This design comes from an exercise in tuning for small area, a short achievable clock period and few clock cycles on the open sky130 flow, not from production work.
Function was checked by simulation only, so behaviour that the tests miss may differ from the original.
Power and IR drop assume default switching activity.

==> design.v <==
`timescale 1ns / 1ps
package pot_ema_pkg;
    localparam int CHANNELS            = 8;
    localparam int SAMPLES_PER_AVERAGE = 16;
    localparam int CH_W     = 3;
    localparam int SAMPLE_W = 12;
    localparam int SUM_W    = 16;
    localparam int CNT_W    = 4;
    localparam int AVG_W    = 24;
    localparam int FRAC_W   = 8;
    localparam int LEVEL_W  = 16;
    localparam int WEIGHT_W = 8;
    localparam int THRESH_W = 16;
    localparam int CFG_W    = 16;
    localparam int CFG_IDX_W = 1;
    localparam logic [CNT_W-1:0] BLOCK_END = CNT_W'(SAMPLES_PER_AVERAGE % 16);
    localparam logic [WEIGHT_W-1:0] WEIGHT_RESET = 8'd26;
    localparam logic [THRESH_W-1:0] THRESH_RESET = 16'd328;
    localparam logic [CFG_IDX_W-1:0] REG_WEIGHT    = 1'b0;
    localparam logic [CFG_IDX_W-1:0] REG_THRESHOLD = 1'b1;
    typedef struct packed {
        logic [CH_W-1:0]     channel;
        logic [SAMPLE_W-1:0] sample;
    } in_t;
    typedef struct packed {
        logic [CH_W-1:0]    report_channel;
        logic [LEVEL_W-1:0] smoothed_level;
    } out_t;
    typedef struct packed {
        logic [WEIGHT_W-1:0] smoothing_weight;
        logic [THRESH_W-1:0] report_threshold;
    } cfg_t;
endpackage
`timescale 1ns / 1ps
module pot_ema_cfg (
    input  logic                            clk,
    input  logic                            rst_n,
    input  logic                            cfg_write,
    input  logic [pot_ema_pkg::CFG_IDX_W-1:0] cfg_index,
    input  logic [pot_ema_pkg::CFG_W-1:0]   cfg_data,
    output pot_ema_pkg::cfg_t               cfg
);
    pot_ema_pkg::cfg_t cfg_reg;
    always_ff @(posedge clk or negedge rst_n)
    begin
        if (!rst_n)
        begin
            cfg_reg.smoothing_weight <= pot_ema_pkg::WEIGHT_RESET;
            cfg_reg.report_threshold <= pot_ema_pkg::THRESH_RESET;
        end
        else if (cfg_write)
        begin
            unique case (cfg_index)
                pot_ema_pkg::REG_WEIGHT:
                    cfg_reg.smoothing_weight <= cfg_data[pot_ema_pkg::WEIGHT_W-1:0];
                pot_ema_pkg::REG_THRESHOLD:
                    cfg_reg.report_threshold <= cfg_data[pot_ema_pkg::THRESH_W-1:0];
                default:
                begin
                end
            endcase
        end
    end
    assign cfg = cfg_reg;
endmodule
`timescale 1ns / 1ps
module pot_ema_core (
    input  logic                     clk,
    input  logic                     rst_n,
    input  logic                     in_valid,
    output logic                     in_ready,
    input  pot_ema_pkg::in_t         in_req,
    input  pot_ema_pkg::cfg_t        cfg,
    input  logic                     hold,         
    output logic                     push,         
    output logic [2:0]               push_ch,
    input  logic [2:0]               rd_ch,        
    output logic [15:0]              rd_level
);
    localparam int NP = 8;
    logic [15:0] r_s [NP];
    logic [3:0]  r_n [NP];
    logic [23:0] r_a [NP];
    logic [15:0] r_l [NP];
    logic [NP-1:0] r_z;
    logic [NP-1:0] r_f;
    logic [2:0]  base;
    logic        done1, done2, done3;
    logic        rv;
    logic [2:0]  rch;
    logic [11:0] rx;
    logic        rdy_r;
    logic        cons;
    logic        acc;
    logic        rv_n;
    logic [2:0]  base_n;
    logic        cons_n;
    logic        rv_h;
    logic        cons_a, cons_h;
    logic        rdy_a, rdy_h;
    assign acc    = in_valid && rdy_r;
    assign base_n = base + 3'd1;
    assign rv_h   = rv && !cons;
    assign cons_a = (in_req.channel == base_n);
    assign cons_h = rv_h && (rch == base_n);
    assign rdy_a  = !hold && cons_a;
    assign rdy_h  = !hold && (!rv_h || cons_h);
    assign rv_n   = acc || rv_h;
    assign cons_n = acc ? cons_a : cons_h;
    always_ff @(posedge clk or negedge rst_n)
    begin
        if (!rst_n)
        begin
            rv    <= 1'b0;
            rdy_r <= 1'b0;
            cons  <= 1'b0;
            base  <= '0;
        end
        else
        begin
            rv    <= rv_n;
            rdy_r <= acc ? rdy_a : rdy_h;
            cons  <= cons_n;
            base  <= base_n;
        end
    end
    always_ff @(posedge clk)
    begin
        if (acc)
        begin
            rch <= in_req.channel;
            rx  <= in_req.sample;
        end
    end
    assign in_ready = rdy_r;
    logic [15:0] s0, sum0;
    logic [3:0]  n0, cnt0;
    logic [23:0] a0;
    logic        dn0;
    logic [16:0] dh0;
    always_comb
    begin
        s0   = r_z[0] ? 16'd0 : r_s[0];
        n0   = r_z[0] ? 4'd0  : r_n[0];
        a0   = r_z[0] ? 24'd0 : r_a[0];
        sum0 = s0 + 16'(rx);
        cnt0 = n0 + 4'd1;
        dn0  = cons && (n0 == 4'd15);
        dh0  = {1'b0, s0} + 17'(rx) + {1'b1, ~a0[23:8]} + 17'(a0[7:0] == 8'd0);
    end
    logic [7:0]  dl1, w1, nw1;
    logic [24:0] d1;
    logic [23:0] x1, y1;
    logic        c1;
    assign dl1 = 8'd0 - r_a[1][7:0];
    assign d1  = {r_n[1][0], r_s[1], dl1};
    assign w1  = cfg.smoothing_weight;
    assign nw1 = 8'd0 - w1;
    pot_ema_mac u_mac (
        .d  (d1),
        .w  (w1),
        .nw (nw1),
        .a  (r_a[1]),
        .x  (x1),
        .y  (y1),
        .c8 (c1)
    );
    logic [3:0]  e2;      
    logic        c2;
    logic [23:0] a2;
    assign a2 = r_a[2] + {e2, r_n[2], r_s[2]} + 24'(c2);
    logic [15:0] lvl3, l3;
    logic [17:0] up3, dn3;
    logic        rep3;
    always_comb
    begin
        lvl3 = r_a[3][23:8];
        l3   = r_l[3];
        up3  = {2'b00, lvl3} + {2'b11, ~l3} + {2'b11, ~cfg.report_threshold} + 18'd1;
        dn3  = {2'b00, l3} + {2'b11, ~lvl3} + {2'b11, ~cfg.report_threshold} + 18'd1;
        rep3 = done3 && (r_f[3] || !up3[17] || !dn3[17]);
    end
    assign push    = rep3;
    assign push_ch = base - 3'd3;
    always_ff @(posedge clk)
    begin
        r_s[1] <= dn0 ? dh0[15:0] : (cons ? sum0 : s0);
        r_n[1] <= dn0 ? {3'd0, dh0[16]} : (cons ? cnt0 : n0);
        r_a[1] <= a0;
        r_l[1] <= r_l[0];
        r_s[2] <= done1 ? y1[15:0]  : r_s[1];
        r_n[2] <= done1 ? y1[19:16] : r_n[1];
        r_a[2] <= done1 ? x1        : r_a[1];
        r_l[2] <= r_l[1];
        e2     <= y1[23:20];
        c2     <= c1;
        r_s[3] <= done2 ? 16'd0 : r_s[2];
        r_n[3] <= done2 ? 4'd0  : r_n[2];
        r_a[3] <= done2 ? a2    : r_a[2];
        r_l[3] <= r_l[2];
        r_s[4] <= r_s[3];
        r_n[4] <= r_n[3];
        r_a[4] <= r_a[3];
        r_l[4] <= rep3 ? lvl3 : r_l[3];
        for (int i = 5; i < NP; i++)
        begin
            r_s[i] <= r_s[i-1];
            r_n[i] <= r_n[i-1];
            r_a[i] <= r_a[i-1];
            r_l[i] <= r_l[i-1];
        end
        r_s[0] <= r_s[NP-1];
        r_n[0] <= r_n[NP-1];
        r_a[0] <= r_a[NP-1];
        r_l[0] <= r_l[NP-1];
    end
    always_ff @(posedge clk or negedge rst_n)
    begin
        if (!rst_n)
        begin
            r_z   <= '1;
            r_f   <= '1;
            done1 <= 1'b0;
            done2 <= 1'b0;
            done3 <= 1'b0;
        end
        else
        begin
            r_z   <= {r_z[NP-2:1], r_z[0] && !cons, r_z[NP-1]};
            r_f   <= {r_f[NP-2:4], r_f[3] && !rep3, r_f[2:0], r_f[NP-1]};
            done1 <= dn0;
            done2 <= done1;
            done3 <= done2;
        end
    end
    logic [2:0] rd_pos;
    assign rd_pos   = base - rd_ch;
    assign rd_level = r_l[rd_pos];
endmodule
module pot_ema_mac (
    input  logic [24:0] d,
    input  logic [7:0]  w,
    input  logic [7:0]  nw,
    input  logic [23:0] a,
    output logic [23:0] x,
    output logic [23:0] y,
    output logic        c8
);
    logic t1, t2, t3, t4, t5, t6, t7, t8, t9, t10, t11, t12, t13, t14, t15, t16, t17, t18, t19, t20, t21, t22, t23, t24, t25, t26, t27, t28, t29, t30, t31, t32, t33, t34, t35, t36, t37, t38, t39, t40, t41, t42, t43, t44, t45, t46, t47, t48, t49, t50, t51, t52, t53, t54, t55, t56, t57, t58, t59, t60, t61, t62, t63, t64, t65, t66, t67, t68, t69, t70, t71, t72, t73, t74, t75, t76, t77, t78, t79, t80, t81, t82, t83, t84, t85, t86, t87, t88, t89, t90, t91, t92, t93, t94, t95, t96, t97, t98, t99, t100, t101, t102, t103, t104, t105, t106, t107, t108, t109, t110, t111, t112, t113, t114, t115, t116, t117, t118, t119, t120, t121, t122, t123, t124, t125, t126, t127, t128, t129, t130, t131, t132, t133, t134, t135, t136, t137, t138, t139, t140, t141, t142, t143, t144, t145, t146, t147, t148, t149, t150, t151, t152, t153, t154, t155, t156, t157, t158, t159, t160, t161, t162, t163, t164, t165, t166, t167, t168, t169, t170, t171, t172, t173, t174, t175, t176, t177, t178, t179, t180, t181, t182, t183, t184, t185, t186, t187, t188, t189, t190, t191, t192, t193, t194, t195, t196, t197, t198, t199, t200, t201, t202, t203, t204, t205, t206, t207, t208, t209, t210, t211, t212, t213, t214, t215, t216, t217, t218, t219, t220, t221, t222, t223, t224, t225, t226, t227, t228, t229, t230, t231, t232, t233, t234, t235, t236, t237, t238, t239, t240, t241, t242, t243, t244, t245, t246, t247, t248, t249, t250, t251, t252, t253, t254, t255, t256, t257, t258, t259, t260, t261, t262, t263, t264, t265, t266, t267, t268, t269, t270, t271, t272, t273, t274, t275, t276, t277, t278, t279, t280, t281, t282, t283, t284, t285, t286, t287, t288, t289, t290, t291, t292, t293, t294, t295, t296, t297, t298, t299, t300, t301, t302, t303, t304, t305, t306, t307, t308, t309, t310, t311, t312, t313, t314, t315, t316, t317, t318, t319, t320, t321, t322, t323, t324, t325, t326, t327, t328, t329, t330, t331, t332, t333, t334, t335, t336;
    logic [31:0] xs, ys;
    logic [8:0]  lo;
    assign t1 = (d[6] & w[0]) ^ (d[5] & w[1]);
    assign t2 = (d[6] & w[0]) & (d[5] & w[1]);
    assign t3 = (d[7] & w[0]) ^ (d[6] & w[1]) ^ (d[5] & w[2]);
    assign t4 = ((d[7] & w[0]) & (d[6] & w[1])) | ((d[7] & w[0]) & (d[5] & w[2])) | ((d[6] & w[1]) & (d[5] & w[2]));
    assign t5 = (d[4] & w[3]) ^ (d[3] & w[4]) ^ (d[2] & w[5]);
    assign t6 = ((d[4] & w[3]) & (d[3] & w[4])) | ((d[4] & w[3]) & (d[2] & w[5])) | ((d[3] & w[4]) & (d[2] & w[5]));
    assign t7 = (d[8] & w[0]) ^ (d[7] & w[1]) ^ (d[6] & w[2]);
    assign t8 = ((d[8] & w[0]) & (d[7] & w[1])) | ((d[8] & w[0]) & (d[6] & w[2])) | ((d[7] & w[1]) & (d[6] & w[2]));
    assign t9 = (d[5] & w[3]) ^ (d[4] & w[4]) ^ (d[3] & w[5]);
    assign t10 = ((d[5] & w[3]) & (d[4] & w[4])) | ((d[5] & w[3]) & (d[3] & w[5])) | ((d[4] & w[4]) & (d[3] & w[5]));
    assign t11 = (d[2] & w[6]) ^ (d[1] & w[7]);
    assign t12 = (d[2] & w[6]) & (d[1] & w[7]);
    assign t13 = (d[9] & w[0]) ^ (d[8] & w[1]) ^ (d[7] & w[2]);
    assign t14 = ((d[9] & w[0]) & (d[8] & w[1])) | ((d[9] & w[0]) & (d[7] & w[2])) | ((d[8] & w[1]) & (d[7] & w[2]));
    assign t15 = (d[6] & w[3]) ^ (d[5] & w[4]) ^ (d[4] & w[5]);
    assign t16 = ((d[6] & w[3]) & (d[5] & w[4])) | ((d[6] & w[3]) & (d[4] & w[5])) | ((d[5] & w[4]) & (d[4] & w[5]));
    assign t17 = (d[3] & w[6]) ^ (d[2] & w[7]) ^ a[1];
    assign t18 = ((d[3] & w[6]) & (d[2] & w[7])) | ((d[3] & w[6]) & a[1]) | ((d[2] & w[7]) & a[1]);
    assign t19 = (d[10] & w[0]) ^ (d[9] & w[1]) ^ (d[8] & w[2]);
    assign t20 = ((d[10] & w[0]) & (d[9] & w[1])) | ((d[10] & w[0]) & (d[8] & w[2])) | ((d[9] & w[1]) & (d[8] & w[2]));
    assign t21 = (d[7] & w[3]) ^ (d[6] & w[4]) ^ (d[5] & w[5]);
    assign t22 = ((d[7] & w[3]) & (d[6] & w[4])) | ((d[7] & w[3]) & (d[5] & w[5])) | ((d[6] & w[4]) & (d[5] & w[5]));
    assign t23 = (d[4] & w[6]) ^ (d[3] & w[7]) ^ a[2];
    assign t24 = ((d[4] & w[6]) & (d[3] & w[7])) | ((d[4] & w[6]) & a[2]) | ((d[3] & w[7]) & a[2]);
    assign t25 = (d[11] & w[0]) ^ (d[10] & w[1]) ^ (d[9] & w[2]);
    assign t26 = ((d[11] & w[0]) & (d[10] & w[1])) | ((d[11] & w[0]) & (d[9] & w[2])) | ((d[10] & w[1]) & (d[9] & w[2]));
    assign t27 = (d[8] & w[3]) ^ (d[7] & w[4]) ^ (d[6] & w[5]);
    assign t28 = ((d[8] & w[3]) & (d[7] & w[4])) | ((d[8] & w[3]) & (d[6] & w[5])) | ((d[7] & w[4]) & (d[6] & w[5]));
    assign t29 = (d[5] & w[6]) ^ (d[4] & w[7]) ^ a[3];
    assign t30 = ((d[5] & w[6]) & (d[4] & w[7])) | ((d[5] & w[6]) & a[3]) | ((d[4] & w[7]) & a[3]);
    assign t31 = (d[12] & w[0]) ^ (d[11] & w[1]) ^ (d[10] & w[2]);
    assign t32 = ((d[12] & w[0]) & (d[11] & w[1])) | ((d[12] & w[0]) & (d[10] & w[2])) | ((d[11] & w[1]) & (d[10] & w[2]));
    assign t33 = (d[9] & w[3]) ^ (d[8] & w[4]) ^ (d[7] & w[5]);
    assign t34 = ((d[9] & w[3]) & (d[8] & w[4])) | ((d[9] & w[3]) & (d[7] & w[5])) | ((d[8] & w[4]) & (d[7] & w[5]));
    assign t35 = (d[6] & w[6]) ^ (d[5] & w[7]) ^ a[4];
    assign t36 = ((d[6] & w[6]) & (d[5] & w[7])) | ((d[6] & w[6]) & a[4]) | ((d[5] & w[7]) & a[4]);
    assign t37 = (d[13] & w[0]) ^ (d[12] & w[1]) ^ (d[11] & w[2]);
    assign t38 = ((d[13] & w[0]) & (d[12] & w[1])) | ((d[13] & w[0]) & (d[11] & w[2])) | ((d[12] & w[1]) & (d[11] & w[2]));
    assign t39 = (d[10] & w[3]) ^ (d[9] & w[4]) ^ (d[8] & w[5]);
    assign t40 = ((d[10] & w[3]) & (d[9] & w[4])) | ((d[10] & w[3]) & (d[8] & w[5])) | ((d[9] & w[4]) & (d[8] & w[5]));
    assign t41 = (d[7] & w[6]) ^ (d[6] & w[7]) ^ a[5];
    assign t42 = ((d[7] & w[6]) & (d[6] & w[7])) | ((d[7] & w[6]) & a[5]) | ((d[6] & w[7]) & a[5]);
    assign t43 = (d[14] & w[0]) ^ (d[13] & w[1]) ^ (d[12] & w[2]);
    assign t44 = ((d[14] & w[0]) & (d[13] & w[1])) | ((d[14] & w[0]) & (d[12] & w[2])) | ((d[13] & w[1]) & (d[12] & w[2]));
    assign t45 = (d[11] & w[3]) ^ (d[10] & w[4]) ^ (d[9] & w[5]);
    assign t46 = ((d[11] & w[3]) & (d[10] & w[4])) | ((d[11] & w[3]) & (d[9] & w[5])) | ((d[10] & w[4]) & (d[9] & w[5]));
    assign t47 = (d[8] & w[6]) ^ (d[7] & w[7]) ^ a[6];
    assign t48 = ((d[8] & w[6]) & (d[7] & w[7])) | ((d[8] & w[6]) & a[6]) | ((d[7] & w[7]) & a[6]);
    assign t49 = (d[15] & w[0]) ^ (d[14] & w[1]) ^ (d[13] & w[2]);
    assign t50 = ((d[15] & w[0]) & (d[14] & w[1])) | ((d[15] & w[0]) & (d[13] & w[2])) | ((d[14] & w[1]) & (d[13] & w[2]));
    assign t51 = (d[12] & w[3]) ^ (d[11] & w[4]) ^ (d[10] & w[5]);
    assign t52 = ((d[12] & w[3]) & (d[11] & w[4])) | ((d[12] & w[3]) & (d[10] & w[5])) | ((d[11] & w[4]) & (d[10] & w[5]));
    assign t53 = (d[9] & w[6]) ^ (d[8] & w[7]) ^ a[7];
    assign t54 = ((d[9] & w[6]) & (d[8] & w[7])) | ((d[9] & w[6]) & a[7]) | ((d[8] & w[7]) & a[7]);
    assign t55 = (d[16] & w[0]) ^ (d[15] & w[1]) ^ (d[14] & w[2]);
    assign t56 = ((d[16] & w[0]) & (d[15] & w[1])) | ((d[16] & w[0]) & (d[14] & w[2])) | ((d[15] & w[1]) & (d[14] & w[2]));
    assign t57 = (d[13] & w[3]) ^ (d[12] & w[4]) ^ (d[11] & w[5]);
    assign t58 = ((d[13] & w[3]) & (d[12] & w[4])) | ((d[13] & w[3]) & (d[11] & w[5])) | ((d[12] & w[4]) & (d[11] & w[5]));
    assign t59 = (d[10] & w[6]) ^ (d[9] & w[7]) ^ a[8];
    assign t60 = ((d[10] & w[6]) & (d[9] & w[7])) | ((d[10] & w[6]) & a[8]) | ((d[9] & w[7]) & a[8]);
    assign t61 = (d[17] & w[0]) ^ (d[16] & w[1]) ^ (d[15] & w[2]);
    assign t62 = ((d[17] & w[0]) & (d[16] & w[1])) | ((d[17] & w[0]) & (d[15] & w[2])) | ((d[16] & w[1]) & (d[15] & w[2]));
    assign t63 = (d[14] & w[3]) ^ (d[13] & w[4]) ^ (d[12] & w[5]);
    assign t64 = ((d[14] & w[3]) & (d[13] & w[4])) | ((d[14] & w[3]) & (d[12] & w[5])) | ((d[13] & w[4]) & (d[12] & w[5]));
    assign t65 = (d[11] & w[6]) ^ (d[10] & w[7]) ^ a[9];
    assign t66 = ((d[11] & w[6]) & (d[10] & w[7])) | ((d[11] & w[6]) & a[9]) | ((d[10] & w[7]) & a[9]);
    assign t67 = (d[18] & w[0]) ^ (d[17] & w[1]) ^ (d[16] & w[2]);
    assign t68 = ((d[18] & w[0]) & (d[17] & w[1])) | ((d[18] & w[0]) & (d[16] & w[2])) | ((d[17] & w[1]) & (d[16] & w[2]));
    assign t69 = (d[15] & w[3]) ^ (d[14] & w[4]) ^ (d[13] & w[5]);
    assign t70 = ((d[15] & w[3]) & (d[14] & w[4])) | ((d[15] & w[3]) & (d[13] & w[5])) | ((d[14] & w[4]) & (d[13] & w[5]));
    assign t71 = (d[12] & w[6]) ^ (d[11] & w[7]) ^ a[10];
    assign t72 = ((d[12] & w[6]) & (d[11] & w[7])) | ((d[12] & w[6]) & a[10]) | ((d[11] & w[7]) & a[10]);
    assign t73 = (d[19] & w[0]) ^ (d[18] & w[1]) ^ (d[17] & w[2]);
    assign t74 = ((d[19] & w[0]) & (d[18] & w[1])) | ((d[19] & w[0]) & (d[17] & w[2])) | ((d[18] & w[1]) & (d[17] & w[2]));
    assign t75 = (d[16] & w[3]) ^ (d[15] & w[4]) ^ (d[14] & w[5]);
    assign t76 = ((d[16] & w[3]) & (d[15] & w[4])) | ((d[16] & w[3]) & (d[14] & w[5])) | ((d[15] & w[4]) & (d[14] & w[5]));
    assign t77 = (d[13] & w[6]) ^ (d[12] & w[7]) ^ a[11];
    assign t78 = ((d[13] & w[6]) & (d[12] & w[7])) | ((d[13] & w[6]) & a[11]) | ((d[12] & w[7]) & a[11]);
    assign t79 = (d[20] & w[0]) ^ (d[19] & w[1]) ^ (d[18] & w[2]);
    assign t80 = ((d[20] & w[0]) & (d[19] & w[1])) | ((d[20] & w[0]) & (d[18] & w[2])) | ((d[19] & w[1]) & (d[18] & w[2]));
    assign t81 = (d[17] & w[3]) ^ (d[16] & w[4]) ^ (d[15] & w[5]);
    assign t82 = ((d[17] & w[3]) & (d[16] & w[4])) | ((d[17] & w[3]) & (d[15] & w[5])) | ((d[16] & w[4]) & (d[15] & w[5]));
    assign t83 = (d[14] & w[6]) ^ (d[13] & w[7]) ^ a[12];
    assign t84 = ((d[14] & w[6]) & (d[13] & w[7])) | ((d[14] & w[6]) & a[12]) | ((d[13] & w[7]) & a[12]);
    assign t85 = (d[21] & w[0]) ^ (d[20] & w[1]) ^ (d[19] & w[2]);
    assign t86 = ((d[21] & w[0]) & (d[20] & w[1])) | ((d[21] & w[0]) & (d[19] & w[2])) | ((d[20] & w[1]) & (d[19] & w[2]));
    assign t87 = (d[18] & w[3]) ^ (d[17] & w[4]) ^ (d[16] & w[5]);
    assign t88 = ((d[18] & w[3]) & (d[17] & w[4])) | ((d[18] & w[3]) & (d[16] & w[5])) | ((d[17] & w[4]) & (d[16] & w[5]));
    assign t89 = (d[15] & w[6]) ^ (d[14] & w[7]) ^ a[13];
    assign t90 = ((d[15] & w[6]) & (d[14] & w[7])) | ((d[15] & w[6]) & a[13]) | ((d[14] & w[7]) & a[13]);
    assign t91 = (d[22] & w[0]) ^ (d[21] & w[1]) ^ (d[20] & w[2]);
    assign t92 = ((d[22] & w[0]) & (d[21] & w[1])) | ((d[22] & w[0]) & (d[20] & w[2])) | ((d[21] & w[1]) & (d[20] & w[2]));
    assign t93 = (d[19] & w[3]) ^ (d[18] & w[4]) ^ (d[17] & w[5]);
    assign t94 = ((d[19] & w[3]) & (d[18] & w[4])) | ((d[19] & w[3]) & (d[17] & w[5])) | ((d[18] & w[4]) & (d[17] & w[5]));
    assign t95 = (d[16] & w[6]) ^ (d[15] & w[7]) ^ a[14];
    assign t96 = ((d[16] & w[6]) & (d[15] & w[7])) | ((d[16] & w[6]) & a[14]) | ((d[15] & w[7]) & a[14]);
    assign t97 = (d[23] & w[0]) ^ (d[22] & w[1]) ^ (d[21] & w[2]);
    assign t98 = ((d[23] & w[0]) & (d[22] & w[1])) | ((d[23] & w[0]) & (d[21] & w[2])) | ((d[22] & w[1]) & (d[21] & w[2]));
    assign t99 = (d[20] & w[3]) ^ (d[19] & w[4]) ^ (d[18] & w[5]);
    assign t100 = ((d[20] & w[3]) & (d[19] & w[4])) | ((d[20] & w[3]) & (d[18] & w[5])) | ((d[19] & w[4]) & (d[18] & w[5]));
    assign t101 = (d[17] & w[6]) ^ (d[16] & w[7]) ^ a[15];
    assign t102 = ((d[17] & w[6]) & (d[16] & w[7])) | ((d[17] & w[6]) & a[15]) | ((d[16] & w[7]) & a[15]);
    assign t103 = (d[23] & w[1]) ^ (d[22] & w[2]) ^ (d[21] & w[3]);
    assign t104 = ((d[23] & w[1]) & (d[22] & w[2])) | ((d[23] & w[1]) & (d[21] & w[3])) | ((d[22] & w[2]) & (d[21] & w[3]));
    assign t105 = (d[20] & w[4]) ^ (d[19] & w[5]) ^ (d[18] & w[6]);
    assign t106 = ((d[20] & w[4]) & (d[19] & w[5])) | ((d[20] & w[4]) & (d[18] & w[6])) | ((d[19] & w[5]) & (d[18] & w[6]));
    assign t107 = (d[17] & w[7]) ^ (d[24] & nw[0]) ^ a[16];
    assign t108 = ((d[17] & w[7]) & (d[24] & nw[0])) | ((d[17] & w[7]) & a[16]) | ((d[24] & nw[0]) & a[16]);
    assign t109 = (d[23] & w[2]) ^ (d[22] & w[3]) ^ (d[21] & w[4]);
    assign t110 = ((d[23] & w[2]) & (d[22] & w[3])) | ((d[23] & w[2]) & (d[21] & w[4])) | ((d[22] & w[3]) & (d[21] & w[4]));
    assign t111 = (d[20] & w[5]) ^ (d[19] & w[6]) ^ (d[18] & w[7]);
    assign t112 = ((d[20] & w[5]) & (d[19] & w[6])) | ((d[20] & w[5]) & (d[18] & w[7])) | ((d[19] & w[6]) & (d[18] & w[7]));
    assign t113 = (d[24] & nw[1]) ^ a[17];
    assign t114 = (d[24] & nw[1]) & a[17];
    assign t115 = (d[23] & w[3]) ^ (d[22] & w[4]) ^ (d[21] & w[5]);
    assign t116 = ((d[23] & w[3]) & (d[22] & w[4])) | ((d[23] & w[3]) & (d[21] & w[5])) | ((d[22] & w[4]) & (d[21] & w[5]));
    assign t117 = (d[20] & w[6]) ^ (d[19] & w[7]) ^ (d[24] & nw[2]);
    assign t118 = ((d[20] & w[6]) & (d[19] & w[7])) | ((d[20] & w[6]) & (d[24] & nw[2])) | ((d[19] & w[7]) & (d[24] & nw[2]));
    assign t119 = (d[23] & w[4]) ^ (d[22] & w[5]) ^ (d[21] & w[6]);
    assign t120 = ((d[23] & w[4]) & (d[22] & w[5])) | ((d[23] & w[4]) & (d[21] & w[6])) | ((d[22] & w[5]) & (d[21] & w[6]));
    assign t121 = (d[4] & w[0]) ^ (d[3] & w[1]);
    assign t122 = (d[4] & w[0]) & (d[3] & w[1]);
    assign t123 = (d[5] & w[0]) ^ (d[4] & w[1]) ^ (d[3] & w[2]);
    assign t124 = ((d[5] & w[0]) & (d[4] & w[1])) | ((d[5] & w[0]) & (d[3] & w[2])) | ((d[4] & w[1]) & (d[3] & w[2]));
    assign t125 = (d[2] & w[3]) ^ (d[1] & w[4]);
    assign t126 = (d[2] & w[3]) & (d[1] & w[4]);
    assign t127 = t1 ^ (d[4] & w[2]) ^ (d[3] & w[3]);
    assign t128 = (t1 & (d[4] & w[2])) | (t1 & (d[3] & w[3])) | ((d[4] & w[2]) & (d[3] & w[3]));
    assign t129 = (d[2] & w[4]) ^ (d[1] & w[5]) ^ (d[0] & w[6]);
    assign t130 = ((d[2] & w[4]) & (d[1] & w[5])) | ((d[2] & w[4]) & (d[0] & w[6])) | ((d[1] & w[5]) & (d[0] & w[6]));
    assign t131 = t2 ^ t3 ^ t5;
    assign t132 = (t2 & t3) | (t2 & t5) | (t3 & t5);
    assign t133 = (d[1] & w[6]) ^ (d[0] & w[7]) ^ 1'b1;
    assign t134 = ((d[1] & w[6]) & (d[0] & w[7])) | ((d[1] & w[6]) & 1'b1) | ((d[0] & w[7]) & 1'b1);
    assign t135 = t4 ^ t6 ^ t7;
    assign t136 = (t4 & t6) | (t4 & t7) | (t6 & t7);
    assign t137 = t9 ^ t11 ^ a[0];
    assign t138 = (t9 & t11) | (t9 & a[0]) | (t11 & a[0]);
    assign t139 = t8 ^ t10 ^ t12;
    assign t140 = (t8 & t10) | (t8 & t12) | (t10 & t12);
    assign t141 = t13 ^ t15 ^ t17;
    assign t142 = (t13 & t15) | (t13 & t17) | (t15 & t17);
    assign t143 = t14 ^ t16 ^ t18;
    assign t144 = (t14 & t16) | (t14 & t18) | (t16 & t18);
    assign t145 = t19 ^ t21 ^ t23;
    assign t146 = (t19 & t21) | (t19 & t23) | (t21 & t23);
    assign t147 = t20 ^ t22 ^ t24;
    assign t148 = (t20 & t22) | (t20 & t24) | (t22 & t24);
    assign t149 = t25 ^ t27 ^ t29;
    assign t150 = (t25 & t27) | (t25 & t29) | (t27 & t29);
    assign t151 = t26 ^ t28 ^ t30;
    assign t152 = (t26 & t28) | (t26 & t30) | (t28 & t30);
    assign t153 = t31 ^ t33 ^ t35;
    assign t154 = (t31 & t33) | (t31 & t35) | (t33 & t35);
    assign t155 = t32 ^ t34 ^ t36;
    assign t156 = (t32 & t34) | (t32 & t36) | (t34 & t36);
    assign t157 = t37 ^ t39 ^ t41;
    assign t158 = (t37 & t39) | (t37 & t41) | (t39 & t41);
    assign t159 = t38 ^ t40 ^ t42;
    assign t160 = (t38 & t40) | (t38 & t42) | (t40 & t42);
    assign t161 = t43 ^ t45 ^ t47;
    assign t162 = (t43 & t45) | (t43 & t47) | (t45 & t47);
    assign t163 = t44 ^ t46 ^ t48;
    assign t164 = (t44 & t46) | (t44 & t48) | (t46 & t48);
    assign t165 = t49 ^ t51 ^ t53;
    assign t166 = (t49 & t51) | (t49 & t53) | (t51 & t53);
    assign t167 = t50 ^ t52 ^ t54;
    assign t168 = (t50 & t52) | (t50 & t54) | (t52 & t54);
    assign t169 = t55 ^ t57 ^ t59;
    assign t170 = (t55 & t57) | (t55 & t59) | (t57 & t59);
    assign t171 = t56 ^ t58 ^ t60;
    assign t172 = (t56 & t58) | (t56 & t60) | (t58 & t60);
    assign t173 = t61 ^ t63 ^ t65;
    assign t174 = (t61 & t63) | (t61 & t65) | (t63 & t65);
    assign t175 = t62 ^ t64 ^ t66;
    assign t176 = (t62 & t64) | (t62 & t66) | (t64 & t66);
    assign t177 = t67 ^ t69 ^ t71;
    assign t178 = (t67 & t69) | (t67 & t71) | (t69 & t71);
    assign t179 = t68 ^ t70 ^ t72;
    assign t180 = (t68 & t70) | (t68 & t72) | (t70 & t72);
    assign t181 = t73 ^ t75 ^ t77;
    assign t182 = (t73 & t75) | (t73 & t77) | (t75 & t77);
    assign t183 = t74 ^ t76 ^ t78;
    assign t184 = (t74 & t76) | (t74 & t78) | (t76 & t78);
    assign t185 = t79 ^ t81 ^ t83;
    assign t186 = (t79 & t81) | (t79 & t83) | (t81 & t83);
    assign t187 = t80 ^ t82 ^ t84;
    assign t188 = (t80 & t82) | (t80 & t84) | (t82 & t84);
    assign t189 = t85 ^ t87 ^ t89;
    assign t190 = (t85 & t87) | (t85 & t89) | (t87 & t89);
    assign t191 = t86 ^ t88 ^ t90;
    assign t192 = (t86 & t88) | (t86 & t90) | (t88 & t90);
    assign t193 = t91 ^ t93 ^ t95;
    assign t194 = (t91 & t93) | (t91 & t95) | (t93 & t95);
    assign t195 = t92 ^ t94 ^ t96;
    assign t196 = (t92 & t94) | (t92 & t96) | (t94 & t96);
    assign t197 = t97 ^ t99 ^ t101;
    assign t198 = (t97 & t99) | (t97 & t101) | (t99 & t101);
    assign t199 = t98 ^ t100 ^ t102;
    assign t200 = (t98 & t100) | (t98 & t102) | (t100 & t102);
    assign t201 = t103 ^ t105 ^ t107;
    assign t202 = (t103 & t105) | (t103 & t107) | (t105 & t107);
    assign t203 = t104 ^ t106 ^ t108;
    assign t204 = (t104 & t106) | (t104 & t108) | (t106 & t108);
    assign t205 = t109 ^ t111 ^ t113;
    assign t206 = (t109 & t111) | (t109 & t113) | (t111 & t113);
    assign t207 = t110 ^ t112 ^ t114;
    assign t208 = (t110 & t112) | (t110 & t114) | (t112 & t114);
    assign t209 = t115 ^ t117 ^ a[18];
    assign t210 = (t115 & t117) | (t115 & a[18]) | (t117 & a[18]);
    assign t211 = t116 ^ t118 ^ t119;
    assign t212 = (t116 & t118) | (t116 & t119) | (t118 & t119);
    assign t213 = (d[20] & w[7]) ^ (d[24] & nw[3]) ^ a[19];
    assign t214 = ((d[20] & w[7]) & (d[24] & nw[3])) | ((d[20] & w[7]) & a[19]) | ((d[24] & nw[3]) & a[19]);
    assign t215 = t120 ^ (d[23] & w[5]) ^ (d[22] & w[6]);
    assign t216 = (t120 & (d[23] & w[5])) | (t120 & (d[22] & w[6])) | ((d[23] & w[5]) & (d[22] & w[6]));
    assign t217 = (d[21] & w[7]) ^ (d[24] & nw[4]) ^ a[20];
    assign t218 = ((d[21] & w[7]) & (d[24] & nw[4])) | ((d[21] & w[7]) & a[20]) | ((d[24] & nw[4]) & a[20]);
    assign t219 = (d[23] & w[6]) ^ (d[22] & w[7]) ^ (d[24] & nw[5]);
    assign t220 = ((d[23] & w[6]) & (d[22] & w[7])) | ((d[23] & w[6]) & (d[24] & nw[5])) | ((d[22] & w[7]) & (d[24] & nw[5]));
    assign t221 = (d[3] & w[0]) ^ (d[2] & w[1]);
    assign t222 = (d[3] & w[0]) & (d[2] & w[1]);
    assign t223 = t121 ^ (d[2] & w[2]) ^ (d[1] & w[3]);
    assign t224 = (t121 & (d[2] & w[2])) | (t121 & (d[1] & w[3])) | ((d[2] & w[2]) & (d[1] & w[3]));
    assign t225 = t122 ^ t123 ^ t125;
    assign t226 = (t122 & t123) | (t122 & t125) | (t123 & t125);
    assign t227 = t124 ^ t126 ^ t127;
    assign t228 = (t124 & t126) | (t124 & t127) | (t126 & t127);
    assign t229 = t128 ^ t130 ^ t131;
    assign t230 = (t128 & t130) | (t128 & t131) | (t130 & t131);
    assign t231 = t132 ^ t134 ^ t135;
    assign t232 = (t132 & t134) | (t132 & t135) | (t134 & t135);
    assign t233 = t136 ^ t138 ^ t139;
    assign t234 = (t136 & t138) | (t136 & t139) | (t138 & t139);
    assign t235 = t140 ^ t142 ^ t143;
    assign t236 = (t140 & t142) | (t140 & t143) | (t142 & t143);
    assign t237 = t144 ^ t146 ^ t147;
    assign t238 = (t144 & t146) | (t144 & t147) | (t146 & t147);
    assign t239 = t148 ^ t150 ^ t151;
    assign t240 = (t148 & t150) | (t148 & t151) | (t150 & t151);
    assign t241 = t152 ^ t154 ^ t155;
    assign t242 = (t152 & t154) | (t152 & t155) | (t154 & t155);
    assign t243 = t156 ^ t158 ^ t159;
    assign t244 = (t156 & t158) | (t156 & t159) | (t158 & t159);
    assign t245 = t160 ^ t162 ^ t163;
    assign t246 = (t160 & t162) | (t160 & t163) | (t162 & t163);
    assign t247 = t164 ^ t166 ^ t167;
    assign t248 = (t164 & t166) | (t164 & t167) | (t166 & t167);
    assign t249 = t168 ^ t170 ^ t171;
    assign t250 = (t168 & t170) | (t168 & t171) | (t170 & t171);
    assign t251 = t172 ^ t174 ^ t175;
    assign t252 = (t172 & t174) | (t172 & t175) | (t174 & t175);
    assign t253 = t176 ^ t178 ^ t179;
    assign t254 = (t176 & t178) | (t176 & t179) | (t178 & t179);
    assign t255 = t180 ^ t182 ^ t183;
    assign t256 = (t180 & t182) | (t180 & t183) | (t182 & t183);
    assign t257 = t184 ^ t186 ^ t187;
    assign t258 = (t184 & t186) | (t184 & t187) | (t186 & t187);
    assign t259 = t188 ^ t190 ^ t191;
    assign t260 = (t188 & t190) | (t188 & t191) | (t190 & t191);
    assign t261 = t192 ^ t194 ^ t195;
    assign t262 = (t192 & t194) | (t192 & t195) | (t194 & t195);
    assign t263 = t196 ^ t198 ^ t199;
    assign t264 = (t196 & t198) | (t196 & t199) | (t198 & t199);
    assign t265 = t200 ^ t202 ^ t203;
    assign t266 = (t200 & t202) | (t200 & t203) | (t202 & t203);
    assign t267 = t204 ^ t206 ^ t207;
    assign t268 = (t204 & t206) | (t204 & t207) | (t206 & t207);
    assign t269 = t208 ^ t210 ^ t211;
    assign t270 = (t208 & t210) | (t208 & t211) | (t210 & t211);
    assign t271 = t212 ^ t214 ^ t215;
    assign t272 = (t212 & t214) | (t212 & t215) | (t214 & t215);
    assign t273 = t216 ^ t218 ^ t219;
    assign t274 = (t216 & t218) | (t216 & t219) | (t218 & t219);
    assign t275 = t220 ^ (d[23] & w[7]) ^ (d[24] & nw[6]);
    assign t276 = (t220 & (d[23] & w[7])) | (t220 & (d[24] & nw[6])) | ((d[23] & w[7]) & (d[24] & nw[6]));
    assign t277 = (d[2] & w[0]) ^ (d[1] & w[1]);
    assign t278 = (d[2] & w[0]) & (d[1] & w[1]);
    assign t279 = t221 ^ (d[1] & w[2]) ^ (d[0] & w[3]);
    assign t280 = (t221 & (d[1] & w[2])) | (t221 & (d[0] & w[3])) | ((d[1] & w[2]) & (d[0] & w[3]));
    assign t281 = t222 ^ t223 ^ (d[0] & w[4]);
    assign t282 = (t222 & t223) | (t222 & (d[0] & w[4])) | (t223 & (d[0] & w[4]));
    assign t283 = t224 ^ t225 ^ (d[0] & w[5]);
    assign t284 = (t224 & t225) | (t224 & (d[0] & w[5])) | (t225 & (d[0] & w[5]));
    assign t285 = t226 ^ t227 ^ t129;
    assign t286 = (t226 & t227) | (t226 & t129) | (t227 & t129);
    assign t287 = t228 ^ t229 ^ t133;
    assign t288 = (t228 & t229) | (t228 & t133) | (t229 & t133);
    assign t289 = t230 ^ t231 ^ t137;
    assign t290 = (t230 & t231) | (t230 & t137) | (t231 & t137);
    assign t291 = t232 ^ t233 ^ t141;
    assign t292 = (t232 & t233) | (t232 & t141) | (t233 & t141);
    assign t293 = t234 ^ t235 ^ t145;
    assign t294 = (t234 & t235) | (t234 & t145) | (t235 & t145);
    assign t295 = t236 ^ t237 ^ t149;
    assign t296 = (t236 & t237) | (t236 & t149) | (t237 & t149);
    assign t297 = t238 ^ t239 ^ t153;
    assign t298 = (t238 & t239) | (t238 & t153) | (t239 & t153);
    assign t299 = t240 ^ t241 ^ t157;
    assign t300 = (t240 & t241) | (t240 & t157) | (t241 & t157);
    assign t301 = t242 ^ t243 ^ t161;
    assign t302 = (t242 & t243) | (t242 & t161) | (t243 & t161);
    assign t303 = t244 ^ t245 ^ t165;
    assign t304 = (t244 & t245) | (t244 & t165) | (t245 & t165);
    assign t305 = t246 ^ t247 ^ t169;
    assign t306 = (t246 & t247) | (t246 & t169) | (t247 & t169);
    assign t307 = t248 ^ t249 ^ t173;
    assign t308 = (t248 & t249) | (t248 & t173) | (t249 & t173);
    assign t309 = t250 ^ t251 ^ t177;
    assign t310 = (t250 & t251) | (t250 & t177) | (t251 & t177);
    assign t311 = t252 ^ t253 ^ t181;
    assign t312 = (t252 & t253) | (t252 & t181) | (t253 & t181);
    assign t313 = t254 ^ t255 ^ t185;
    assign t314 = (t254 & t255) | (t254 & t185) | (t255 & t185);
    assign t315 = t256 ^ t257 ^ t189;
    assign t316 = (t256 & t257) | (t256 & t189) | (t257 & t189);
    assign t317 = t258 ^ t259 ^ t193;
    assign t318 = (t258 & t259) | (t258 & t193) | (t259 & t193);
    assign t319 = t260 ^ t261 ^ t197;
    assign t320 = (t260 & t261) | (t260 & t197) | (t261 & t197);
    assign t321 = t262 ^ t263 ^ t201;
    assign t322 = (t262 & t263) | (t262 & t201) | (t263 & t201);
    assign t323 = t264 ^ t265 ^ t205;
    assign t324 = (t264 & t265) | (t264 & t205) | (t265 & t205);
    assign t325 = t266 ^ t267 ^ t209;
    assign t326 = (t266 & t267) | (t266 & t209) | (t267 & t209);
    assign t327 = t268 ^ t269 ^ t213;
    assign t328 = (t268 & t269) | (t268 & t213) | (t269 & t213);
    assign t329 = t270 ^ t271 ^ t217;
    assign t330 = (t270 & t271) | (t270 & t217) | (t271 & t217);
    assign t331 = t272 ^ t273 ^ a[21];
    assign t332 = (t272 & t273) | (t272 & a[21]) | (t273 & a[21]);
    assign t333 = t274 ^ t275 ^ a[22];
    assign t334 = (t274 & t275) | (t274 & a[22]) | (t275 & a[22]);
    assign t335 = t276 ^ (d[24] & nw[7]) ^ a[23];
    assign t336 = (t276 & (d[24] & nw[7])) | (t276 & a[23]) | ((d[24] & nw[7]) & a[23]);
    assign xs = {t334, t332, t330, t328, t326, t324, t322, t320, t318, t316, t314, t312, t310, t308, t306, t304, t302, t300, t298, t296, t294, t292, t290, t288, t286, t284, t282, t280, t278, t277, (d[1] & w[0]), (d[0] & w[0])};
    assign ys = {t335, t333, t331, t329, t327, t325, t323, t321, t319, t317, t315, t313, t311, t309, t307, t305, t303, t301, t299, t297, t295, t293, t291, t289, t287, t285, t283, t281, t279, (d[0] & w[2]), (d[0] & w[1]), 1'b0};
    assign lo = {1'b0, xs[7:0]} + {1'b0, ys[7:0]};
    assign c8 = lo[8];
    assign x  = xs[31:8];
    assign y  = ys[31:8];
endmodule
`timescale 1ns / 1ps
module pot_ema_out (
    input  logic               clk,
    input  logic               rst_n,
    input  logic               push,
    input  logic [2:0]         push_ch,
    output logic [2:0]         rd_ch,
    input  logic [15:0]        rd_level,
    output logic               hold,
    output logic               out_valid,
    input  logic               out_ready,
    output pot_ema_pkg::out_t  out_req
);
    logic [2:0] q_ch [8];
    logic [2:0] wp, rp;
    logic [3:0] cnt;
    logic [5:0] age;
    logic       valid_reg;
    logic       pop;
    pot_ema_pkg::out_t data_reg;
    logic       ne, free;
    logic [3:0] cnt_pop, cnt_hold;
    assign ne       = (cnt != 4'd0);
    assign free     = !valid_reg || out_ready;
    assign pop      = ne && free;
    assign cnt_hold = cnt + 4'(push);
    assign cnt_pop  = cnt_hold - 4'd1;
    assign rd_ch    = q_ch[rp];
    assign hold     = age[5];
    always_ff @(posedge clk or negedge rst_n)
    begin
        if (!rst_n)
        begin
            wp        <= '0;
            rp        <= '0;
            cnt       <= '0;
            age       <= '0;
            valid_reg <= 1'b0;
        end
        else
        begin
            if (push)
                wp <= wp + 3'd1;
            if (pop)
                rp <= rp + 3'd1;
            cnt <= pop ? cnt_pop : cnt_hold;
            if (!ne)
                age <= '0;
            else if (!age[5])
                age <= age + 6'd1;
            if (free)
                valid_reg <= ne;
        end
    end
    always_ff @(posedge clk)
    begin
        if (push)
            q_ch[wp] <= push_ch;
        if (pop)
        begin
            data_reg.report_channel <= rd_ch;
            data_reg.smoothed_level <= rd_level;
        end
    end
    assign out_valid = valid_reg;
    assign out_req   = data_reg;
endmodule
`timescale 1ns / 1ps
module pot_oversample_ema_hysteresis_top (
    input  logic                              clk,
    input  logic                              rst_n,
    input  logic                              in_valid,
    output logic                              in_ready,
    input  logic [14:0]                       in_req,
    output logic                              out_valid,
    input  logic                              out_ready,
    output logic [18:0]                       out_req,
    input  logic                              cfg_write,
    input  logic [pot_ema_pkg::CFG_IDX_W-1:0] cfg_index,
    input  logic [pot_ema_pkg::CFG_W-1:0]     cfg_data
);
    pot_ema_pkg::cfg_t cfg;
    pot_ema_pkg::in_t  in_req_s;
    pot_ema_pkg::out_t out_req_s;
    assign in_req_s = in_req;
    assign out_req  = out_req_s;
    logic        hold;
    logic        push;
    logic [2:0]  push_ch;
    logic [2:0]  rd_ch;
    logic [15:0] rd_level;
    pot_ema_cfg u_cfg (
        .clk       (clk),
        .rst_n     (rst_n),
        .cfg_write (cfg_write),
        .cfg_index (cfg_index),
        .cfg_data  (cfg_data),
        .cfg       (cfg)
    );
    pot_ema_core u_core (
        .clk       (clk),
        .rst_n     (rst_n),
        .in_valid  (in_valid),
        .in_ready  (in_ready),
        .in_req    (in_req_s),
        .cfg       (cfg),
        .hold      (hold),
        .push      (push),
        .push_ch   (push_ch),
        .rd_ch     (rd_ch),
        .rd_level  (rd_level)
    );
    pot_ema_out u_out (
        .clk       (clk),
        .rst_n     (rst_n),
        .push      (push),
        .push_ch   (push_ch),
        .rd_ch     (rd_ch),
        .rd_level  (rd_level),
        .hold      (hold),
        .out_valid (out_valid),
        .out_ready (out_ready),
        .out_req   (out_req_s)
    );
endmodule
==> flow/run.sh <==
#!/bin/bash
set -euo pipefail
bash standard.sh finish "BUFFER_PORTS_ARGS=-buffer_cell sky130_fd_sc_hd__buf_2" > standard_flow.log 2>&1
==> standard.sh <==
#!/bin/bash
# synth_recipe.tcl (not shown) runs the flow's synth.tcl, then flattens the netlist and writes it again
# the make line also repeats each setting of config.mk as NAME=value (left out here)
make -C /OpenROAD-flow-scripts/flow DESIGN_CONFIG=/design/flow/config.mk WORK_HOME=/design/flow/orfs CLKGATE_MAP_FILE= SYNTH_SCRIPT=/design/flow/synth_recipe.tcl "${@:-finish}"
==> config.mk <==
export PLATFORM = sky130hd
export DESIGN_NAME = pot_oversample_ema_hysteresis_top
export DESIGN_NICKNAME = pot_oversample_ema_hysteresis_top
export VERILOG_FILES = /design/flow/design.v
export SDC_FILE = /design/flow/constraint.sdc
export NUM_CORES = 4
export LEC_CHECK = 0
export CAP_MARGIN = 20
export CORE_MARGIN = 2
export CORE_UTILIZATION = 65
export SLEW_MARGIN = 20
==> constraint.sdc <==
create_clock -name core_clock -period 20.0 [get_ports {clk}]
set_input_delay 4.0000 -clock core_clock [delete_from_list [all_inputs] [get_ports {clk}]]
set_output_delay 4.0000 -clock core_clock [all_outputs]
set_load 0.01 [all_outputs]
==> impl_metrics.tcl, run 1 <==
set metrics [dict create \
    portBuffers 57 \
    grt_overflow_total 0 \
    fp.dieW_um 206.0 \
    rsz0062_at_grt "no" \
    r2r-start "u_core.r_z[0]" \
    hold_class "flop to flop" \
    grt_pass1_vias 16900 \
    cp_cell_sequence "buf_2" \
    reg_top3 "u_core.r_a (192), u_core.r_l (128), u_core.r_s (128)" \
    crit_family "flip-flops" \
    cts_hold_buffers 0 \
    ios 58 \
    vdd_drop_max_v 0.00007502 \
    setup_viol 0 \
    maxCapViolations 0 \
    diodes 0 \
    worst_ep_arrival_time_ns 1.19 \
    cp_max_fo 3 \
    gp_routability_congestion 0.8745 \
    vias 15800 \
    numCtsBuffers 58 \
    synthesis.area_mm2 0.02651 \
    holdPathStages 0 \
    rows 73 \
    worstPathRequired_ns 16.00 \
    yosysTopAreaCellShare_pct 36.62 \
    grt_first_pass_wirelength_mm 89.37 \
    wl_per_cell_um 18.98 \
    dr.first_iter.drc_count 1022 \
    post_cts_buffers 0 \
    synth.net_count 2645 \
    dpl.hpwl_mm 38.82 \
    reg2reg_depth 15 \
    r2r_slack_ns 15.28 \
    cts_tree "done" \
    worstHoldStart "u_core.r_a[6][10]" \
    ctsResizeCount 0 \
    clock_sinks 609 \
    setup.worst_path.end_class "primary output" \
    synth_cells 2291 \
    start_util_pct 66.28 \
    dpl_cell_area_mm2 0.02726 \
    nets 2694 \
    slew_violations 0 \
    drtAntennaViolNets 0 \
    synth_edf_count 58 \
    fin_crit_sh_pct 25.94 \
    clk-insertion-delay-late_ns 0.62 \
    slowest_delay_ns 0.42 \
    grt_max_degree 67 \
    die-area_mm2 0.04242 \
    start_kind "flop" \
    path_clk_slew_ns 0.06 \
    worstReg2RegEnd "u_core.r_s[1][11]" \
    critPathKind "flop to primary output" \
    routed_wirelength_mm 55.31 \
    cp_slowest_cell "dfrtp_1" \
    cts_buffer_depth 3 \
    synth_area_per_cell_um2 11.57 \
    grt_usage_pct 27.57 \
    ys_ff_latch 609 \
    area_growth_syn_to_layout_pct 10.18 \
    synthArstFlopShare_pct 10.84 \
    path_buf_inv 1 \
    max_freq_mhz 192.8 \
    yosys-top-cells-area "dfxtp_1 (37%), fa_1 (16%), edfxtp_1 (6.6%)" \
    via_per_inst 5.421 \
    drt_pre_antenna_iters 6 \
    final_layout_size_suffix_gt1_share_pct 12.81 \
    ys_warn_count 11 \
    core_area_mm2 0.04001 \
    synthDistinctLibCells 61 \
    p_leak_nw 12.60 \
    final_hold_viol_count 0 \
    period_needed_ns 5.187 \
    whs_endpoint "u_core.r_a[7][10]" \
    slew_headroom_pct 33.28 \
    largest_reg_flops 192 \
    synth_flop_cell "dfxtp_1" \
    p_per_area_mw_per_mm2 119.5 \
    fillers 2796 \
    antenna_found_initial 1 \
    drc 0 \
    tightest_slew_ns 1.001 \
    finalClockSkew_ns 0.01861 \
    htree_levels 2 \
    status "no timing/DRC/antenna violations" \
    final_cell_area_mm2 0.02921 \
    root_buffer "clkbuf_16" \
    synth_area_leader_cell "dfxtp_1" \
    regMostFlops "u_core.r_a" \
    fp.dieH_um 206.0 \
    fin_setup_tns_ns 0 \
    yosysSeqAreaShare_pct 49.52 \
]
[synthesized netlist by cell type, types with 5 or more instances]
| cell | count |
|---|---|
| a211oi_1 | 16 |
| a21o_1 | 27 |
| o22ai_1 | 5 |
| xnor2_1 | 57 |
| edfxtp_1 | 58 |
| nor3_1 | 15 |
| nor4_1 | 6 |
| xor2_1 | 21 |
| o211ai_1 | 5 |
| dfstp_2 | 22 |
| clkbuf_1 | 64 |
| nand2b_1 | 14 |
| nor2b_1 | 55 |
| o21a_1 | 12 |
| mux4_2 | 22 |
| a21oi_1 | 88 |
| buf_1 | 12 |
| or3_1 | 5 |
| ha_1 | 111 |
| nand3_1 | 19 |
| mux2_2 | 80 |
| nand4_1 | 9 |
| o21ai_1 | 5 |
| dfrtp_1 | 44 |
| nor2_1 | 62 |
| mux2i_1 | 10 |
| and2_1 | 93 |
| o21ai_0 | 81 |
| dfxtp_1 | 485 |
| fa_1 | 206 |
| and3_1 | 8 |
| nand2_1 | 218 |
| a31oi_1 | 12 |
| inv_1 | 298 |
[metal layers]
layer,vias to the layer above,wire length (um),global-route usage (%)
met5,-,14,0
met4,2,1517,8.724
met3,109,3444,6.197
met2,407,25630,44.59
met1,7836,24700,37.27
li1,7443,-,-
[logic make-up after synthesis]
family	Yosys count	synth area share, %
flops	609	49.52
simple gates	511	9.287
buf+inv	385	5.540
fa+ha+maj	317	20.79
compound gates	273	6.135
mux	116	6.026
xor+xnor	80	2.699
[metrics by stage]
step	total power, mW	setup slack [ns]	hold WS (ns)	std cells	utilization (%)
CTS	3.511	14.78	0.3141	2914	73.02
floorplan	2.164	14.09	0.3096	2291	-
detailed placement	2.401	14.56	0.3121	2805	68.14
global route	3.711	14.75	0.3277	2914	73.02
finish	3.490	14.81	0.3152	2914	73.02
global placement	2.369	14.59	0.3096	2805	68.14
[power breakdown]
part | leakage, nW | internal, mW | total [mW] | switching [mW]
logic | 6.40 | 0.396 | 0.896 | 0.500
clock network | 0.955 | 0.636 | 1.10 | 0.465
registers | 5.25 | 1.38 | 1.49 | 0.117
[final cells by class]
type | instances | area, um2 | area share, %
clock buffers | 86 | 1719 | 5.885
clock inverters | 23 | 231.5 | 0.7924
inverters | 302 | 1134 | 3.880
multi-input cells | 1297 | 11940 | 40.86
flip-flops and latches | 609 | 13130 | 44.96
well taps | 525 | 656.9 | 2.249
repair buffers | 72 | 400.4 | 1.371
[cell usage in the layout (no fill, tap or decap), drive strengths merged, types with 19 or more instances in the layout]
cell type,netlist,layout
dfrtp,44,44
o21ai,86,86
ha,111,111
nand2,219,219
buf,19,72
nor2b,55,55
mux4,25,25
a21o,27,27
dfstp,22,22
xnor2,58,58
nand3,19,19
edfxtp,58,58
and2,93,93
inv,300,302
clkbuf,64,86
mux2,80,80
nor2,62,62
xor2,22,22
dfxtp,485,485
a21oi,88,88
fa,206,206
[how the worst max path moves through the flow]
stage	start	cells past startpoint	slack, ns	to
3_5_place_dp	out_ready	4	14.56	u_out.rp[1]
3_3_place_gp	out_ready	4	14.59	u_out.rp[1]
5_1_grt	u_core.r_z[0]	15	14.75	u_core.r_s[1][11]
2_1_floorplan	out_ready	3	14.09	u_out.rp[1]
4_1_cts	u_out.valid_reg	1	14.78	out_valid
6_report	u_out.valid_reg	1	14.81	out_valid
Testbench counts, summed over its fixed seeds: cycles 32,848.
==> run 2, diff against run 1 <==
--- a/config.mk
+++ b/config.mk
@@ -8,4 +8,6 @@
 export CAP_MARGIN = 20
 export CORE_MARGIN = 2
 export CORE_UTILIZATION = 65
+export CTS_CLUSTER_DIAMETER = 100
+export CTS_CLUSTER_SIZE = 30
 export SLEW_MARGIN = 20
==> impl_metrics.tcl, run 2 <==
set metrics [dict create \
    whs_ns 0.3265 \
    vdd_drop_max_v 0.00007631 \
    yosys.area_share.adder_pct 20.79 \
    dr.first_iter.drc_count 820 \
    fillers 2967 \
    drtAntennaViolNets 0 \
    root_buffer "clkbuf_16" \
    path_clk_slew_ns 0.11 \
    critPathKind "flop to primary output" \
    synth-xor-area-share_pct 2.699 \
    synth.net_count 2645 \
    vias 15540 \
    area_growth_syn_to_layout_pct 5.465 \
    die-area_mm2 0.04242 \
    synth_most_common_cell "dfxtp_1" \
    synthMuxAreaShare_pct 6.026 \
    synth_commonest_cells "dfxtp_1 (485), inv_1 (298), nand2_1 (218)" \
    ios 58 \
    max_freq_mhz 193.1 \
    dpl_cell_area_mm2 0.02726 \
    yosysTopAreaCellShare_pct 36.62 \
    nets 2660 \
    wl_per_cell_um 18.93 \
    drc 0 \
    dpl.hpwl_mm 38.82 \
    clk-insertion-delay-late_ns 0.59 \
    ys_ff_latch 609 \
    synthArstFlopShare_pct 10.84 \
    synthSimpleGateAreaFrac_pct 9.287 \
    cts_buffer_depth 3 \
    fin_setup_tns_ns 0 \
    worstPathRequired_ns 16.00 \
    worst_ep_arrival_time_ns 1.18 \
    synthDistinctLibCells 61 \
    rsz0062_at_grt "no" \
    finalClockSkew_ns 0.01415 \
    numCtsBuffers 24 \
    ctsResizeCount 0 \
    maxCapViolations 0 \
    reg2reg_depth 15 \
    drt_pre_antenna_iters 7 \
    cp_cell_sequence "buf_2" \
    grt_first_pass_wirelength_mm 87.26 \
    yosys-top-cells-area "dfxtp_1 (37%), fa_1 (16%), edfxtp_1 (6.6%)" \
    synth_area_per_cell_um2 11.57 \
    ys_warn_count 11 \
    cp_max_fo 3 \
    slew_violations 0 \
    yosysSeqAreaShare_pct 49.52 \
    rows 73 \
    total_power_mw 2.982 \
    start_util_pct 66.28 \
    clock_sinks 609 \
    synth_top_family_by_area "adder cells" \
    synth_edf_count 58 \
    reg_top3 "u_core.r_a (192), u_core.r_l (128), u_core.r_s (128)" \
    final_util_pct 69.90 \
    period_needed_ns 5.178 \
    cts_hold_buffers 0 \
    synth_cells 2291 \
    fp.dieH_um 206.0 \
    final_layout_size_suffix_gt1_share_pct 10.30 \
    synthesis.area_mm2 0.02651 \
    routed_wirelength_mm 53.85 \
    antenna_found_initial 1 \
    grt_overflow_total 0 \
    fp.dieW_um 206.0 \
    final_cell_area_mm2 0.02796 \
    p_leak_nw 11.99 \
    mostFrequentLayoutCell "dfxtp_1" \
    slew_headroom_pct 34.45 \
    tightest_slew_ns 0.9832 \
    synth_area_leader_cell "dfxtp_1" \
    largest_reg_flops 192 \
    diodes 0 \
    most-common-layout-cells "dfxtp_1 (485), inv_1 (298), nand2_1 (218)" \
    final_hold_viol_count 0 \
    crit_family "flip-flops" \
    grt_usage_pct 26.78 \
    cp_slowest_cell "dfrtp_1" \
    gp_routability_congestion 0.8745 \
    grt_pass1_vias 16420 \
    core_area_mm2 0.04001 \
    path_buf_inv 1 \
    cts_tree "done" \
    setup_viol 0 \
    portBuffers 57 \
    grt_max_degree 67 \
    synth_flop_cell "dfxtp_1" \
    cp_num_cells 1 \
    holdPathStages 0 \
    hold_class "flop to flop" \
    post_cts_buffers 0 \
    fin_crit_sh_pct 25.89 \
    via_per_inst 5.464 \
    p_per_area_mw_per_mm2 106.6 \
    setup.worst_path.end_class "primary output" \
    start_kind "flop" \
    synth_compound_area_share_pct 6.135 \
    htree_levels 1 \
    slowest_delay_ns 0.43 \
    status "no timing/DRC/antenna violations" \
    regMostFlops "u_core.r_a" \
]
run 2: logic make-up (layout without fill, tap and decap cells):
kind of cell	after synthesis	in the layout
compound gates	273	273
xor+xnor	80	80
fa+ha+maj	317	317
buf+inv	385	414
flops	609	609
mux	116	116
simple gates	511	511
run 2: layout make-up:
cell class | instances | area (um2) | area share (%)
clock buffer | 37 | 670.6 | 2.398
clock inverter | 3 | 30.03 | 0.1074
inverter | 302 | 1134 | 4.054
multi-input combinational | 1297 | 11940 | 42.69
sequential | 609 | 13130 | 46.97
tap | 525 | 656.9 | 2.349
timing repair buffer | 72 | 400.4 | 1.432
run 2: metal layers:
metal / global-route usage [%] / wire, um
met4: 8.087 / 1528
met2: 43.56 / 24890
met5: 0 / 13
met3: 4.273 / 2978
met1: 37.32 / 24440
run 2: stage by stage:
stage                     std cells  worst slack (ns)
final                          2845             14.82
after global routing           2845             14.75
after CTS                      2845             14.79
after detailed placement       2805             14.56
after global placement         2805             14.59
after floorplan                2291             14.09
run 2: final timing paths:
path	to	from	slack, ns
worst min register to register	u_core.r_s[7][13]	u_core.r_s[6][13]	0.33
worst min-delay path	u_core.r_s[7][13]	u_core.r_s[6][13]	0.33
max in group asynchronous	u_cfg.cfg_reg[23]	rst_n	15.75
worst max register to register	u_core.r_s[1][11]	u_core.r_z[0]	15.25
min in group asynchronous	u_core.done1	rst_n	3.52
worst max-delay path	out_valid	u_out.valid_reg	14.82
run 2: power breakdown:
part	switching (mW)	total (mW)	internal, mW
Clock	0.365	0.602	0.237
Sequential	0.116	1.49	1.37
Combinational	0.496	0.890	0.395
Total	0.976	2.98	2.01
==> run 3, diff against run 2 <==
--- a/config.mk
+++ b/config.mk
@@ -7,7 +7,7 @@
 export LEC_CHECK = 0
 export CAP_MARGIN = 20
 export CORE_MARGIN = 2
-export CORE_UTILIZATION = 65
+export CORE_UTILIZATION = 75
 export CTS_CLUSTER_DIAMETER = 100
 export CTS_CLUSTER_SIZE = 30
 export SLEW_MARGIN = 20
==> impl_metrics.tcl, run 3 <==
set metrics [dict create \
    placed_cells 2736 \
    pre_cts_ws_ns 14.64 \
    yosysSeqAreaShare_pct 49.52 \
    total_power_mw 2.988 \
    regMostFlops "u_core.r_a" \
    power.internal_mw 2.003 \
    max_freq_mhz 194.0 \
    final_cell_count_no_fill 2774 \
    grt_max_degree 67 \
    post_cts_buffers 0 \
    drtAntennaViolNets 0 \
    via_per_inst 5.708 \
    reg2reg_depth 19 \
    ys_warn_count 11 \
    fp.dieH_um 192.0 \
    fin_crit_sh_pct 25.77 \
    synth_commonest_cells "dfxtp_1 (485), inv_1 (298), nand2_1 (218)" \
    cp_max_fo 3 \
    grt_busiest_layer "met2" \
    final_util_pct 80.25 \
    most-common-layout-cells "dfxtp_1 (485), inv_1 (298), nand2_1 (218)" \
    tightest_slew_ns 0.9656 \
    slew_violations 0 \
    ys_ff_latch 609 \
    portBuffers 57 \
    clock_sinks 609 \
    wl_per_cell_um 19.32 \
    cp_cell_sequence "buf_2" \
    fp.dieW_um 192.0 \
    r2r-start "u_core.r_z[0]" \
    pwr-share-seq_pct 49.9 \
    whs_endpoint "u_core.r_s[6][13]" \
    synthesis.area_mm2 0.02651 \
    fin_ws_ns 14.85 \
    swShare_pct 32.97 \
    cts_buffer_depth 3 \
    holdPathStages 0 \
    ios 58 \
    synth_flop_cell "dfxtp_1" \
    routed_wirelength_mm 53.59 \
    synth_area_per_cell_um2 11.57 \
    grt_overflow_total 0 \
    rows 68 \
    worstReg2RegEnd "u_core.r_n[1][0]" \
    mostFrequentLayoutCell "dfxtp_1" \
    final_layout_size_suffix_gt1_share_pct 10.26 \
    clk-insertion-delay-late_ns 0.60 \
    start_kind "flop" \
    hold_class "flop to flop" \
    ctsResizeCount 0 \
    final_cell_area_mm2 0.02786 \
    worstHoldStart "u_core.r_s[5][13]" \
    final_hold_viol_count 0 \
    slew_headroom_pct 35.16 \
    antenna_found_initial 1 \
    nets 2661 \
    vdd_drop_max_v 0.00008876 \
    globalRouteMet3Util_pct 5.993 \
    grt_util_met2_pct 51.28 \
    die-area_mm2 0.03687 \
    setup_viol 0 \
    path_clk_slew_ns 0.11 \
    combPwrFrac_pct 30.4 \
    cp-startpoint "u_out.valid_reg" \
    worst_ep_arrival_time_ns 1.15 \
    dr.first_iter.drc_count 1057 \
    synthDistinctLibCells 61 \
    multi_input_area_mm2 0.01193 \
    largest_reg_flops 192 \
    htree_levels 1 \
    synth_area_leader_cell "dfxtp_1" \
    power.switching_uw 985.2 \
    setup.worst_path.end_class "primary output" \
    start_util_pct 76.38 \
    fin_setup_tns_ns 0 \
    numCtsBuffers 24 \
    cts_tree "done" \
    maxCapViolations 0 \
    root_buffer "clkbuf_16" \
    dpl_cell_area_mm2 0.02717 \
    vias 15830 \
    grt_usage_pct 30.69 \
    rsz0062_at_grt "no" \
    crit_family "flip-flops" \
    status "no timing/DRC/antenna violations" \
    cts_hold_buffers 0 \
    core_area_mm2 0.03471 \
    synth.net_count 2645 \
    reg_top3 "u_core.r_a (192), u_core.r_l (128), u_core.r_s (128)" \
    critPathKind "flop to primary output" \
    seqCellArea_mm2 0.01313 \
    p_per_area_mw_per_mm2 107.3 \
    slowest_delay_ns 0.42 \
    met1_usage_pct 40.98 \
    clkPwrFrac_pct 19.7 \
    drt_pre_antenna_iters 11 \
    r2r_slack_ns 15.40 \
    p_leak_nw 11.98 \
    grt_first_pass_wirelength_mm 87.00 \
    synthArstFlopShare_pct 10.84 \
    cp_slowest_cell "dfrtp_1" \
    dpl.hpwl_mm 39.06 \
    gp_routability_congestion 0.8949 \
    diodes 0 \
    drc 0 \
    yosysTopAreaCellShare_pct 36.62 \
    synth_edf_count 58 \
    period_needed_ns 5.154 \
    yosys-top-cells-area "dfxtp_1 (37%), fa_1 (16%), edfxtp_1 (6.6%)" \
    grt_pass1_vias 16900 \
    whs_ns 0.3277 \
    fillers 2150 \
    synth_most_common_cell "dfxtp_1" \
    finalClockSkew_ns 0.03673 \
    synth_cells 2291 \
    path_buf_inv 1 \
    worstPathRequired_ns 16.00 \
    area_growth_syn_to_layout_pct 5.063 \
]
## run 3: cell types whose count changed in the layout (fill, tap and decap cells not counted), sizes merged
cell and delta:
buf +1, clkbuf -1, clkinv -2, inv +1
## run 3: metal layers
| layer | vias up | part of all wire (%) |
|---|---|---|
| met3 | 125 | 7.3 |
| met2 | 546 | 48 |
| met5 | - | 0 |
| li1 | 7330 | - |
| met1 | 7833 | 42 |
| met4 | 0 | 2.8 |
## run 3: how the worst max path moves through the flow
stage	end	slack, ns	cells past startpoint
floorplan	u_out.rp[1]	14.09	3
global placement	u_core.rdy_r	14.72	5
detailed placement	u_core.rdy_r	14.64	5
CTS	out_valid	14.83	1
global route	out_valid	14.81	1
finish	out_valid	14.85	1
## run 3: logic make-up (layout without fill, tap and decap cells)
family / after synthesis / after routing / share of synthesized area, %
flops: 609 / 609 / 49.52
simple gates: 511 / 511 / 9.287
fa+ha+maj: 317 / 317 / 20.79
compound gates: 273 / 273 / 6.135
buf+inv: 385 / 413 / 5.540
mux: 116 / 116 / 6.026
xor+xnor: 80 / 80 / 2.699
## run 3: power groups by stage
stage,registers (mW),logic (mW),clock network [mW]
final,1.49,0.909,0.588
after global routing,1.51,1.04,0.642
after CTS,1.49,0.905,0.600
after detailed placement,1.51,0.893,0
after global placement,1.51,0.849,0
after floorplan,1.44,0.721,0
## run 3: worst reg2reg max path, cell delays in order (launching register included)
cell and delay [ns]:
dfstp_2 0.53, buf_4 0.34, nor2b_1 0.15, nor4_1 0.30, nand2_1 0.19, fa_1 0.56, inv_1 0.04, ha_1 0.18
inv_1 0.07, fa_1 0.21, nor2b_1 0.06, o21ai_1 0.15, a21oi_1 0.10, o21ai_0 0.22, a21oi_1 0.14, o211ai_1 0.26
a21oi_1 0.12, a2111oi_0 0.57, xnor2_1 0.19, a21oi_1 0.08
## run 3: cell type report
class | count | share of cell area [%]
clock buffers | 36 | 2.318
clock inverters | 2 | 0.1303
inverters | 302 | 4.069
multi-input cells | 1297 | 42.83
flip-flops and latches | 609 | 47.15
well taps | 455 | 2.044
repair buffers | 73 | 1.464

==> what the ideal ports hide <==
The flow's constraints put no driver on any port. The routed layouts listed below were extracted and timed again, unchanged, in two steps. Step 1: set_driving_cell puts a clkbuf_16 on clk and a buf_2 on each other input, an assumption about the parent block. Step 2, shift: input delay + t, output delay - t, t = (earliest + latest rising clock arrival at the registers) / 2. This alone moves slack from input paths to output paths. Slacks: ideal / step 1 / step 2; pairs: ideal / step 1.
run	t (ns)	setup WS [ns]	hold slack, ns	pins driven straight from the clock port
run 1	0.665	14.813 / 14.757 / 14.586	0.315 / 0.315 / 0.315	1
run 2	0.646	14.822 / 14.763 / 14.594	0.326 / 0.326 / 0.326	1
run 3	0.633	14.846 / 14.792 / 14.586	0.328 / 0.328 / 0.328	1
After both steps setup and hold are still met in every run listed. For run 3, which loses most, drivers alone change the setup slack by -0.054 ns; drivers and shift together by -0.260 ns.
